This design comes from an exercise in tuning for small area and a short achievable clock period on the open sky130 flow, not from production work. Function was checked by simulation only, so behaviour that the tests miss may differ from the original. Power and IR drop assume default switching activity.

// dmem_responder
module dmem_responder #(
  parameter int DEPTH       = 32,
  parameter int WAIT_CYCLES = 2
) (
  input  logic              Clk,
  input  logic              Rst,
  input  logic              reqValid,
  output logic              reqReady,
  input  logic              reqWrite,
  input  logic [63:0]       reqAddr,
  input  logic [1:0]        reqSize,
  input  logic [63:0]       reqWData,
  output logic              respValid,
  input  logic              respReady,
  output logic [63:0]       respRData,
  output logic              respErr,
  output logic [63:0]       dMemOut
);
For scale: ~4600 cells after synthesis, ~2400 flip-flops, ~70000 sq um of cells after synthesis.
==> flow/config.mk <==
export PLATFORM = sky130hd
export DESIGN_NAME = dmem_responder
export DESIGN_NICKNAME = dmem_responder
export VERILOG_FILES = /design/flow/design.v
export SDC_FILE = /design/flow/constraint.sdc
export NUM_CORES = 4
export LEC_CHECK = 0
export CAP_MARGIN = 20
export CORE_MARGIN = 2
export CORE_UTILIZATION = 50
export SETUP_SLACK_MARGIN = 2.5
export SLEW_MARGIN = 20
export SYNTH_HIERARCHICAL = 1
export SYNTH_MINIMUM_KEEP_SIZE = 0
==> flow/constraint.sdc <==
create_clock -name core_clock -period 5.0 [get_ports {Clk}]
set_input_delay 1.0000 -clock core_clock [delete_from_list [all_inputs] [get_ports {Clk}]]
set_output_delay 1.0000 -clock core_clock [all_outputs]
set_load 0.01 [all_outputs]
standard.sh (not shown) runs the stock make flow with config.mk's settings and CLKGATE_MAP_FILE= SYNTH_SCRIPT=/design/flow/synth_recipe.tcl, a recipe that flattens the netlist after the stock synthesis.
==> flow/flow/run.sh <==
#!/bin/bash
# The standard layout (standard.sh), with two changes to how it is made:
#  - every port still gets its own buffer, but a plain buf_2 instead of the
#    delay-cell buffer buffer_ports picks by default;
#  - clock tree synthesis adds no dummy loads and clusters up to 30 sinks per buffer.
# Each tool's output goes to standard.log (and ORFS's own logs under orfs/).
set -o pipefail
cd "$(dirname "$0")/.."
export BUFFER_PORTS_ARGS="-buffer_cell sky130_fd_sc_hd__buf_2"
export CTS_ARGS="-sink_clustering_enable -repair_clock_nets -dont_use_dummy_load -sink_clustering_size 30 -sink_clustering_max_diameter 60 -buf_list {sky130_fd_sc_hd__clkbuf_8 sky130_fd_sc_hd__clkbuf_16}"
bash standard.sh > standard.log 2>&1
The baseline completed with no timing, DRC or antenna violations.
Next try:
--- a/flow/flow/run.sh
+++ b/flow/flow/run.sh
@@ -5 +5 @@
-#  - clock tree synthesis adds no dummy loads and clusters up to 30 sinks per buffer.
+#  - clock tree synthesis adds no dummy loads.
@@ -10 +10 @@
-export CTS_ARGS="-sink_clustering_enable -repair_clock_nets -dont_use_dummy_load -sink_clustering_size 30 -sink_clustering_max_diameter 60 -buf_list {sky130_fd_sc_hd__clkbuf_8 sky130_fd_sc_hd__clkbuf_16}"
+export CTS_ARGS="-sink_clustering_enable -repair_clock_nets -dont_use_dummy_load -sink_clustering_size 24 -sink_clustering_max_diameter 50"
Final cell count increases slightly.
Design area increases slightly.
Die area stays the same.
Total power increases by a few percent.
Non-clock buffer count increases by 3.
First-iteration DRC count increases by a few percent.
Clock-buffer cell count increases by 29.
Global-route usage increases by 0.17 points.
Synthesized area is unchanged.
Routed wire length increases slightly.
Maximum frequency decreases by a few percent.

========
Another version of the RTL of dmem_responder (not shown whole).
For scale: roughly 4600 cells after synthesis, roughly 2400 flip-flops, ~270 I/O pins.
Settings: LEC_CHECK=0, CAP_MARGIN=20, CORE_MARGIN=2, CORE_UTILIZATION=55, SETUP_SLACK_MARGIN=3.1, SLEW_MARGIN=20, SYNTH_HIERARCHICAL=1, SYNTH_MINIMUM_KEEP_SIZE=0; clock period 5.0 ns.
==> flow/flow/run.sh <==
#!/bin/bash
# The standard layout (standard.sh), with two changes to how it is made:
#  - every port still gets its own buffer, but a plain buf_2 instead of the
#    delay-cell buffer buffer_ports picks by default;
#  - clock tree synthesis adds no dummy loads and clusters up to 30 sinks per buffer.
# Each tool's output goes to standard.log (and ORFS's own logs under orfs/).
set -o pipefail
cd "$(dirname "$0")/.."
export BUFFER_PORTS_ARGS="-buffer_cell sky130_fd_sc_hd__buf_2"
export CTS_ARGS="-sink_clustering_enable -repair_clock_nets -dont_use_dummy_load -sink_clustering_size 30 -sink_clustering_max_diameter 60 -buf_list {sky130_fd_sc_hd__clkbuf_8 sky130_fd_sc_hd__clkbuf_16}"
bash standard.sh > standard.log 2>&1
Edit:
CORE_UTILIZATION = 62   (was 55)
SETUP_SLACK_MARGIN = 2.5   (was 3.1)
The new run finished with timing, DRC and antenna clean.
First-iteration DRC count shrinks by 8.5%.
Die area shrinks by 11%.
Count of clock-buffer cells in the layout shrinks by 1.
Total power shrinks by 4.4%.
Setup slack gains 6.5 ps.
Register-to-register slack stays flat.
Final area shrinks by 7.4%.
Edit:
CORE_UTILIZATION = 55   (was 62)
Effect: Total power went up by 0.82%; via count is about the same; synthesized area stays the same; cell area went up by 0.53%; maximum frequency went up by 1.4%; cell count went up by 2.5%; worst setup slack improves by 35 ps; routed wire length went up by 5.6%; die area went up by 13%.
Edit:
SETUP_SLACK_MARGIN = 2.8   (was 2.5)
=> The changed run completed without violations; worst setup slack got worse by 60 ps; routed wire length rose by 8.2%; hold slack improved by 13 ps; non-clock buffer count rose by 241; core utilization rose by 3.8 points; global-route usage rose by 3.2 points; combinational power rose by 32%.

========
dmem_responder again, from the RTL that the note above started with.
export LEC_CHECK = 0
export ABC_CLOCK_PERIOD_IN_PS = 2500
export CAP_MARGIN = 20
export CORE_MARGIN = 2
export CORE_UTILIZATION = 55
export SETUP_SLACK_MARGIN = 2.5
export SLEW_MARGIN = 20
export SYNTH_HIERARCHICAL = 1
export SYNTH_MINIMUM_KEEP_SIZE = 0
create_clock -name core_clock -period 5.0 [get_ports {Clk}]
Scripts as last shown in full above: flow/flow/run.sh
Then changed:
--- a/flow/flow/run.sh
+++ b/flow/flow/run.sh
@@ -5 +5 @@
-#  - clock tree synthesis adds no dummy loads and clusters up to 30 sinks per buffer.
+#  - clock tree synthesis adds no dummy loads and clusters up to 34 sinks per buffer.
@@ -10 +10 @@
-export CTS_ARGS="-sink_clustering_enable -repair_clock_nets -dont_use_dummy_load -sink_clustering_size 30 -sink_clustering_max_diameter 60 -buf_list {sky130_fd_sc_hd__clkbuf_8 sky130_fd_sc_hd__clkbuf_16}"
+export CTS_ARGS="-sink_clustering_enable -repair_clock_nets -dont_use_dummy_load -sink_clustering_size 34 -sink_clustering_max_diameter 45 -buf_list {sky130_fd_sc_hd__clkbuf_8 sky130_fd_sc_hd__clkbuf_16}"
--- a/flow/config.mk
+++ b/flow/config.mk
@@ -8 +7,0 @@
-export ABC_CLOCK_PERIOD_IN_PS = 2500
Result: Critical path depth is higher by 1. Cell count rose by 0.53%. Setup slack loses 0.021 ns. Wire length rises by 0.67%. Synthesized area is unchanged. Clock skew is lower by 0.0075 ns. Worst hold slack degrades by 0.0030 ns. Count of clock-buffer cells in the layout increases by 35.
Then changed:
--- a/flow/flow/run.sh
+++ b/flow/flow/run.sh
@@ -5 +5 @@
-#  - clock tree synthesis adds no dummy loads and clusters up to 34 sinks per buffer.
+#  - clock tree synthesis adds no dummy loads and clusters up to 40 sinks per buffer.
@@ -10 +10 @@
-export CTS_ARGS="-sink_clustering_enable -repair_clock_nets -dont_use_dummy_load -sink_clustering_size 34 -sink_clustering_max_diameter 45 -buf_list {sky130_fd_sc_hd__clkbuf_8 sky130_fd_sc_hd__clkbuf_16}"
+export CTS_ARGS="-sink_clustering_enable -repair_clock_nets -dont_use_dummy_load -sink_clustering_size 40 -sink_clustering_max_diameter 60 -buf_list {sky130_fd_sc_hd__clkbuf_8 sky130_fd_sc_hd__clkbuf_16}"
Routed wire length is lower by 0.62%.
Via count is lower by 0.73%.
Synthesized cell count stays the same.
Hold slack gets better by 0.011 ns.
Worst setup slack gets better by 0.018 ns.
Die area stays the same.
Register-to-register slack gets better by 0.02 ns.
Non-clock buffer count is lower by 5.
Power is lower by 3.6%.
Sequential power hardly moves.

==> static timing again, ports no longer ideal <==
In the flow no input, the clock included, has a driving cell. The finished layouts below were timed again as built, in two steps.
Step 1: set_driving_cell puts a clkbuf_16 on Clk and a buf_2 on each other input, an assumption about the parent block.
Step 2, shift: input delay + t, output delay - t, t = (earliest + latest rising clock arrival at the registers) / 2. This alone moves slack from input paths to output paths.
Three values: ideal ports, drivers, drivers and shift; two values: the first two.
run | shift t [ns] | setup slack, ns | worst setup path at the end | latest minus earliest clock arrival (ns) | worst data-port slew with drivers (ns)
the first run of note 1 | 0.841 | 2.446 / 2.369 / 1.917 | input to register | 0.110 / 0.110 | 0.20
the second run of note 1 | 0.872 | 2.390 / 2.339 / 1.914 | input to register | 0.090 / 0.090 | 0.19
the first run of note 2 | 0.869 | 2.428 / 2.341 / 1.863 | input to register | 0.055 / 0.055 | 0.13
the second run of note 2 | 0.822 | 2.434 / 2.434 / 1.832 | input to register | 0.060 / 0.060 | 0.18
the third run of note 2 | 0.853 | 2.469 / 2.409 / 1.705 | input to register | 0.068 / 0.069 | 0.20
the fourth run of note 2 | 0.863 | 2.409 / 2.328 / 1.872 | input to register | 0.062 / 0.062 | 0.20
the first run of note 3 | 0.853 | 2.469 / 2.409 / 1.705 | input to register | 0.068 / 0.069 | 0.20
the second run of note 3 | 0.865 | 2.448 / 2.411 / 1.635 | input to register | 0.071 / 0.071 | 0.22
the third run of note 3 | 0.850 | 2.467 / 2.415 / 1.682 | input to register | 0.062 / 0.062 | 0.21
After both steps setup and hold are still met in every run listed. For the second run of note 3, which loses most, drivers alone change the setup slack by -0.037 ns; drivers and shift together by -0.813 ns.
